What follows belongs to an exercise in optimizing a design on an open flow for small area and a short achievable clock period; a production flow would make more cautious choices.
RTL that was checked went through simulation tests only; none was proved equivalent to the original.

==> zinc: inputs <==
==> flow/design.v <==
module datapath_cw_sequencer #(
  parameter int unsigned DEPTH       = 16,
  parameter int unsigned HOLD_CYCLES = 2,
  parameter logic [24:0] NOP_CW      = 25'd0
) (
  input  logic        clock,
  input  logic        reset,
  input  logic        push_valid,
  output logic        push_ready,
  input  logic [24:0] push_cw,
  input  logic [63:0] push_const,
  input  logic [1:0]  push_op,
  input  logic        go,
  input  logic [3:0]  status,
  output logic [24:0] ControlWord,
  output logic [63:0] constant,
  output logic        busy,
  output logic        done,
  output logic [15:0] issue_count
);
  localparam int unsigned CW = $clog2(DEPTH + 1);
  localparam int unsigned HW = $clog2(HOLD_CYCLES + 1);
  localparam int unsigned DW = 89;
  localparam logic [1:0] OpNormal = 2'b00;
  localparam logic [1:0] OpHold   = 2'b01;
  localparam logic [1:0] OpSkip   = 2'b10;
  localparam logic [1:0] OpHalt   = 2'b11;
  typedef enum logic [1:0] {StIdle, StRun, StHold, StSkip} state_e;
  logic [DW-1:0] mem_data [DEPTH];
  logic [1:0]    mem_op   [DEPTH];
  logic [DEPTH-1:0] wr_oh_q, rd_oh_q, rd_oh_nx;
  logic [CW-1:0]    count_q, count_d;
  logic             empty_q, ready_q, busy_q;
  logic [1:0]       head_op_q, head_op_d, next_op;
  logic             push_en, pop;
  state_e        state_q, state_d;
  logic [24:0]   cw_q, cw_d;
  logic [63:0]   const_q, const_d;
  logic          done_q, done_d;
  logic [15:0]   cnt_q;
  logic [HW-1:0] hcnt_q, hcnt_d;
  logic          issued_q, issue;
  logic [3:0]    status_q;
  logic [2:0]    skip_sel_q, skip_sel_d;
  logic          skip_cond, take;
  logic [DW-1:0] head_data;
  logic [24:0]   head_cw;
  logic [63:0]   head_const;
  assign push_ready = ready_q;
  assign push_en    = push_valid && ready_q;
  assign rd_oh_nx   = {rd_oh_q[DEPTH-2:0], rd_oh_q[DEPTH-1]};
  always_comb begin
    head_data = '0;
    next_op   = '0;
    for (int i = 0; i < DEPTH; i++) begin
      head_data = head_data | (mem_data[i] & {DW{rd_oh_q[i]}});
      next_op   = next_op   | (mem_op[i]   & {2{rd_oh_nx[i]}});
    end
  end
  assign {head_const, head_cw} = head_data;
  assign skip_cond = status_q[skip_sel_q[1:0]] ^ skip_sel_q[2];
  always_comb begin
    state_d    = state_q;
    done_d     = 1'b0;
    hcnt_d     = hcnt_q;
    pop        = 1'b0;
    take       = 1'b0;
    issue      = 1'b0;
    skip_sel_d = skip_sel_q;
    case (state_q)
      StIdle: begin
        if (go) begin
          if (empty_q) done_d = 1'b1;
          else         take   = 1'b1;
        end
      end
      StRun: take = 1'b1;
      StHold: begin
        if (hcnt_q == '0) take   = 1'b1;
        else              hcnt_d = hcnt_q - 1'b1;
      end
      default: begin  
        if (skip_cond) begin
          if (empty_q) begin
            state_d = StIdle;
            done_d  = 1'b1;
          end else begin
            pop     = 1'b1;
            state_d = StRun;
          end
        end else begin
          take = 1'b1;
        end
      end
    endcase
    if (take) begin
      if (empty_q) begin
        state_d = StIdle;
        done_d  = 1'b1;
      end else begin
        pop = 1'b1;
        case (head_op_q)
          OpNormal: begin
            issue   = 1'b1;
            state_d = StRun;
            hcnt_d  = HW'(HOLD_CYCLES);
          end
          OpHold: begin
            issue   = 1'b1;
            state_d = StHold;
            hcnt_d  = HW'(HOLD_CYCLES);
          end
          OpSkip: begin
            state_d    = StSkip;
            skip_sel_d = head_const[2:0];
          end
          default: begin  
            state_d = StIdle;
            done_d  = 1'b1;
          end
        endcase
      end
    end
    cw_d    = issue ? head_cw : NOP_CW;
    const_d = issue ? head_const : const_q;
    count_d = count_q + CW'(push_en) - CW'(pop);
    if (pop) head_op_d = (count_q == CW'(1)) ? push_op : next_op;
    else     head_op_d = empty_q ? push_op : head_op_q;
  end
  always_ff @(posedge clock) begin
    for (int i = 0; i < DEPTH; i++) begin
      if (ready_q && wr_oh_q[i]) begin
        mem_data[i] <= {push_const, push_cw};
        mem_op[i]   <= push_op;
      end
    end
  end
  always_ff @(posedge clock) begin
    if (reset) begin
      wr_oh_q    <= DEPTH'(1);
      rd_oh_q    <= DEPTH'(1);
      count_q    <= '0;
      empty_q    <= 1'b1;
      ready_q    <= 1'b1;
      busy_q     <= 1'b0;
      head_op_q  <= '0;
      state_q    <= StIdle;
      cw_q       <= NOP_CW;
      const_q    <= '0;
      done_q     <= 1'b0;
      cnt_q      <= '0;
      hcnt_q     <= '0;
      issued_q   <= 1'b0;
      status_q   <= '0;
      skip_sel_q <= '0;
    end else begin
      if (push_en) wr_oh_q <= {wr_oh_q[DEPTH-2:0], wr_oh_q[DEPTH-1]};
      if (pop)     rd_oh_q <= rd_oh_nx;
      count_q    <= count_d;
      empty_q    <= (count_d == '0);
      ready_q    <= (count_d != CW'(DEPTH));
      busy_q     <= (state_d != StIdle);
      head_op_q  <= head_op_d;
      state_q    <= state_d;
      cw_q       <= cw_d;
      const_q    <= const_d;
      done_q     <= done_d;
      if (issue) cnt_q <= cnt_q + 16'd1;
      hcnt_q     <= hcnt_d;
      issued_q   <= issue;
      skip_sel_q <= skip_sel_d;
      if (issued_q) status_q <= status;
    end
  end
  assign ControlWord = cw_q;
  assign constant    = const_q;
  assign done        = done_q;
  assign issue_count = cnt_q;
  assign busy        = busy_q;
endmodule
==> flow/flow/run.sh <==
#!/bin/bash
set -euo pipefail
bash standard.sh MATCH_CELL_FOOTPRINT=0 "BUFFER_PORTS_ARGS=-buffer_cell sky130_fd_sc_hd__buf_2" finish > flow_make.log 2>&1
==> flow/standard.sh <==
#!/bin/bash
# synth_recipe.tcl (not shown) runs the flow's synth.tcl, then flattens the netlist and writes it again
# the make line also repeats each setting of config.mk as NAME=value (left out here)
make -C /OpenROAD-flow-scripts/flow DESIGN_CONFIG=/design/flow/config.mk WORK_HOME=/design/flow/orfs CLKGATE_MAP_FILE= SYNTH_SCRIPT=/design/flow/synth_recipe.tcl "${@:-finish}"
==> flow/config.mk <==
export PLATFORM = sky130hd
export DESIGN_NAME = datapath_cw_sequencer
export DESIGN_NICKNAME = datapath_cw_sequencer
export VERILOG_FILES = /design/flow/design.v
export SDC_FILE = /design/flow/constraint.sdc
export NUM_CORES = 4
export LEC_CHECK = 0
export CAP_MARGIN = 20
export CORE_MARGIN = 2
export CORE_UTILIZATION = 55
export CTS_CLUSTER_DIAMETER = 60
export CTS_CLUSTER_SIZE = 30
export PLACE_DENSITY = 0.7
export SETUP_SLACK_MARGIN = 2.6
export SLEW_MARGIN = 20
export TNS_END_PERCENT = 10
==> flow/constraint.sdc <==
create_clock -name core_clock -period 5.0 [get_ports {clock}]
set_input_delay 1.0000 -clock core_clock [delete_from_list [all_inputs] [get_ports {clock}]]
set_output_delay 1.0000 -clock core_clock [all_outputs]
set_load 0.01 [all_outputs]
==> sierra (differences from zinc) <==
--- a/flow/design.v
+++ b/flow/design.v
@@ -29,6 +29,8 @@
   logic [DW-1:0] mem_data [DEPTH];
   logic [1:0]    mem_op   [DEPTH];
-  logic [DEPTH-1:0] wr_oh_q, rd_oh_q, rd_oh_nx;
-  logic [CW-1:0]    count_q, count_d;
+  logic [DEPTH-1:0] wen_q, wr_oh, wr_oh_d, rd_oh_q, rd_oh_nx;
+  logic [CW-1:0]    count_q, count_d, count_inc, count_dec;
+  logic             count_is1, count_is15, empty_d, ready_d;
+  logic [15:0]      cnt_inc;
   logic             empty_q, ready_q, busy_q;
   logic [1:0]       head_op_q, head_op_d, next_op;
@@ -50,4 +52,11 @@
   assign push_en    = push_valid && ready_q;
   assign rd_oh_nx   = {rd_oh_q[DEPTH-2:0], rd_oh_q[DEPTH-1]};
+  assign wr_oh      = ready_q ? wen_q : rd_oh_q;
+  assign wr_oh_d    = push_en ? {wr_oh[DEPTH-2:0], wr_oh[DEPTH-1]} : wr_oh;
+  assign count_inc  = count_q + CW'(1);
+  assign count_dec  = count_q - CW'(1);
+  assign count_is1  = (count_q == CW'(1));
+  assign count_is15 = (count_q == CW'(DEPTH - 1));
+  assign cnt_inc    = cnt_q + 16'd1;
   always_comb begin
     head_data = '0;
@@ -59,5 +68,7 @@
   end
   assign {head_const, head_cw} = head_data;
-  assign skip_cond = status_q[skip_sel_q[1:0]] ^ skip_sel_q[2];
+  logic auto_q, skst_q, skc_q, iss_ok_q, drop;
+  logic [3:0] status_d;
+  assign skip_cond = skc_q;
   always_comb begin
     state_d    = state_q;
@@ -65,34 +76,9 @@
     hcnt_d     = hcnt_q;
     pop        = 1'b0;
-    take       = 1'b0;
-    issue      = 1'b0;
     skip_sel_d = skip_sel_q;
-    case (state_q)
-      StIdle: begin
-        if (go) begin
-          if (empty_q) done_d = 1'b1;
-          else         take   = 1'b1;
-        end
-      end
-      StRun: take = 1'b1;
-      StHold: begin
-        if (hcnt_q == '0) take   = 1'b1;
-        else              hcnt_d = hcnt_q - 1'b1;
-      end
-      default: begin  
-        if (skip_cond) begin
-          if (empty_q) begin
-            state_d = StIdle;
-            done_d  = 1'b1;
-          end else begin
-            pop     = 1'b1;
-            state_d = StRun;
-          end
-        end else begin
-          take = 1'b1;
-        end
-      end
-    endcase
-    if (take) begin
+    take  = auto_q | (!busy_q & go) | (skst_q & !skip_cond);
+    drop  = skst_q & skip_cond;
+    issue = take & iss_ok_q;
+    if (take || drop) begin
       if (empty_q) begin
         state_d = StIdle;
@@ -100,35 +86,46 @@
       end else begin
         pop = 1'b1;
-        case (head_op_q)
-          OpNormal: begin
-            issue   = 1'b1;
-            state_d = StRun;
-            hcnt_d  = HW'(HOLD_CYCLES);
-          end
-          OpHold: begin
-            issue   = 1'b1;
-            state_d = StHold;
-            hcnt_d  = HW'(HOLD_CYCLES);
-          end
-          OpSkip: begin
-            state_d    = StSkip;
-            skip_sel_d = head_const[2:0];
-          end
-          default: begin  
-            state_d = StIdle;
-            done_d  = 1'b1;
-          end
-        endcase
+        if (drop) begin
+          state_d = StRun;
+        end else begin
+          case (head_op_q)
+            OpNormal: begin
+              state_d = StRun;
+              hcnt_d  = HW'(HOLD_CYCLES);
+            end
+            OpHold: begin
+              state_d = StHold;
+              hcnt_d  = HW'(HOLD_CYCLES);
+            end
+            OpSkip: begin
+              state_d    = StSkip;
+              skip_sel_d = head_const[2:0];
+            end
+            default: begin  
+              state_d = StIdle;
+              done_d  = 1'b1;
+            end
+          endcase
+        end
       end
+    end else if (state_q == StHold) begin
+      hcnt_d = hcnt_q - 1'b1;
     end
+    status_d = issued_q ? status : status_q;
     cw_d    = issue ? head_cw : NOP_CW;
     const_d = issue ? head_const : const_q;
-    count_d = count_q + CW'(push_en) - CW'(pop);
-    if (pop) head_op_d = (count_q == CW'(1)) ? push_op : next_op;
+    unique case ({push_en, pop})
+      2'b10:   count_d = count_inc;
+      2'b01:   count_d = count_dec;
+      default: count_d = count_q;
+    endcase
+    empty_d = (push_en == pop) ? empty_q : (pop && count_is1);
+    ready_d = (push_en == pop) ? ready_q : (pop || !count_is15);
+    if (pop) head_op_d = count_is1 ? push_op : next_op;
     else     head_op_d = empty_q ? push_op : head_op_q;
   end
   always_ff @(posedge clock) begin
     for (int i = 0; i < DEPTH; i++) begin
-      if (ready_q && wr_oh_q[i]) begin
+      if (wen_q[i]) begin
         mem_data[i] <= {push_const, push_cw};
         mem_op[i]   <= push_op;
@@ -138,5 +135,5 @@
   always_ff @(posedge clock) begin
     if (reset) begin
-      wr_oh_q    <= DEPTH'(1);
+      wen_q      <= DEPTH'(1);
       rd_oh_q    <= DEPTH'(1);
       count_q    <= '0;
@@ -154,10 +151,14 @@
       status_q   <= '0;
       skip_sel_q <= '0;
+      auto_q     <= 1'b0;
+      skst_q     <= 1'b0;
+      skc_q      <= 1'b0;
+      iss_ok_q   <= 1'b0;
     end else begin
-      if (push_en) wr_oh_q <= {wr_oh_q[DEPTH-2:0], wr_oh_q[DEPTH-1]};
+      wen_q      <= ready_d ? wr_oh_d : '0;
       if (pop)     rd_oh_q <= rd_oh_nx;
       count_q    <= count_d;
-      empty_q    <= (count_d == '0);
-      ready_q    <= (count_d != CW'(DEPTH));
+      empty_q    <= empty_d;
+      ready_q    <= ready_d;
       busy_q     <= (state_d != StIdle);
       head_op_q  <= head_op_d;
@@ -166,9 +167,13 @@
       const_q    <= const_d;
       done_q     <= done_d;
-      if (issue) cnt_q <= cnt_q + 16'd1;
+      if (issue) cnt_q <= cnt_inc;
       hcnt_q     <= hcnt_d;
       issued_q   <= issue;
       skip_sel_q <= skip_sel_d;
-      if (issued_q) status_q <= status;
+      status_q   <= status_d;
+      auto_q     <= (state_d == StRun) || (state_d == StHold && hcnt_d == '0);
+      skst_q     <= (state_d == StSkip);
+      skc_q      <= status_d[skip_sel_d[1:0]] ^ skip_sel_d[2];
+      iss_ok_q   <= !empty_d && !head_op_d[1];
     end
   end
==> flow/flow/run.sh (replaced) <==
#!/bin/bash
set -euo pipefail
bash standard.sh MATCH_CELL_FOOTPRINT=0 "BUFFER_PORTS_ARGS=-buffer_cell sky130_fd_sc_hd__buf_2" \
  "CTS_ARGS=-sink_clustering_enable -repair_clock_nets -sink_clustering_size 30 -sink_clustering_max_diameter 60 -dont_use_dummy_load" \
  finish > flow_make.log 2>&1
- CORE_UTILIZATION: 55 -> 60
- PLACE_DENSITY: 0.7 -> 0.75
- SETUP_SLACK_MARGIN: 2.6 -> 2.75
- TNS_END_PERCENT: 10 -> 100
==> maple (differences from zinc) <==
--- a/flow/design.v
+++ b/flow/design.v
@@ -130,5 +130,5 @@
   always_ff @(posedge clock) begin
     for (int i = 0; i < DEPTH; i++) begin
-      if (ready_q && wr_oh_q[i]) begin
+      if (push_en && wr_oh_q[i]) begin
         mem_data[i] <= {push_const, push_cw};
         mem_op[i]   <= push_op;
==> flow/run.sh (new file) <==
#!/bin/bash
# synth_recipe.tcl (not shown) runs the flow's synth.tcl, then flattens the netlist and writes it again
# the make line also repeats each setting of config.mk as NAME=value (left out here)
make -C /OpenROAD-flow-scripts/flow DESIGN_CONFIG=/design/flow/config.mk WORK_HOME=/design/flow/orfs CLKGATE_MAP_FILE= SYNTH_SCRIPT=/design/flow/synth_recipe.tcl finish
removed: flow/flow/run.sh
removed: flow/standard.sh
==> results.txt <==
- 0.3629% — Post-Synth Adder-Cell Area
- 44.24% — met1 routing resource usage after global routing
- 118 — FP Rows
- 0.10 ns — clock transition at the register clock pins on the worst setup and hold paths after CTS
- 67,200 sq um — cell area after layout
- 49.58% — GRT met2 Usage
- no timing/DRC/antenna violations — status
- 0.73 ns — latest clock arrival within the worst-skew pair
the above is filed under maple

==> results.txt <==
- 0.3626% — Post-Synth Adder-Cell Area
- 65,380 sq um — cell area after layout
- 0.09 ns — clock transition at the register clock pins on the worst setup and hold paths after CTS
- sky130_fd_sc_hd__buf_12 — most frequent cell on the critical path
- no timing/DRC/antenna violations — status
- 0.73 ns — latest clock arrival within the worst-skew pair
- inv_4 > ha_4 > or3b_4 > a21o_4 > buf_6 > buf_12 > buf_12 > buf_12 > or4_4 > buf_12 > o21ai_0 > a21oi_1 — cell chain of the critical path
- 0.05348 ns — largest clock skew in the final design
- 19 — number of non-clock inverters
the above is filed under zinc

==> results.txt <==
- 0.71 ns — latest clock arrival within the worst-skew pair
- no timing/DRC/antenna violations — status
- 62,840 sq um — cell area after layout
- 113 — FP Rows
- 0.09 ns — clock transition at the register clock pins on the worst setup and hold paths after CTS
- 51.81% — GRT met2 Usage
the above is filed under sierra

For zinc and maple, only the layout was checked, not whether the RTL still works.

[separate check: timing with driven ports]
In the flow no input, the clock included, has a driving cell. The finished layouts below were timed again as built, in two steps. Step 1 sets driving cells, clkbuf_16 on the clock port and buf_2 on the other inputs (assumed; they add their load-dependent delay and slew). Step 2 times the ports against the registers' clock, not the clock port: input delays grow and output delays shrink by t, the midpoint of the rising clock arrivals with the driver on. Three values: no drivers, after step 1, after step 2; two values: the first two.
run	t (ns)	slack for setup (ns)	worst setup path after step 2
zinc	0.772	2.165 / 2.164 / 1.746	input to register
sierra	0.738	2.668 / 2.668 / 2.008	input to register
maple	0.787	2.117 / 2.102 / 1.391	input to register
After both steps setup and hold are still met in every run listed. The setup slack of maple, which loses most, moves by -0.015 ns with the drivers and by -0.726 ns with both steps.
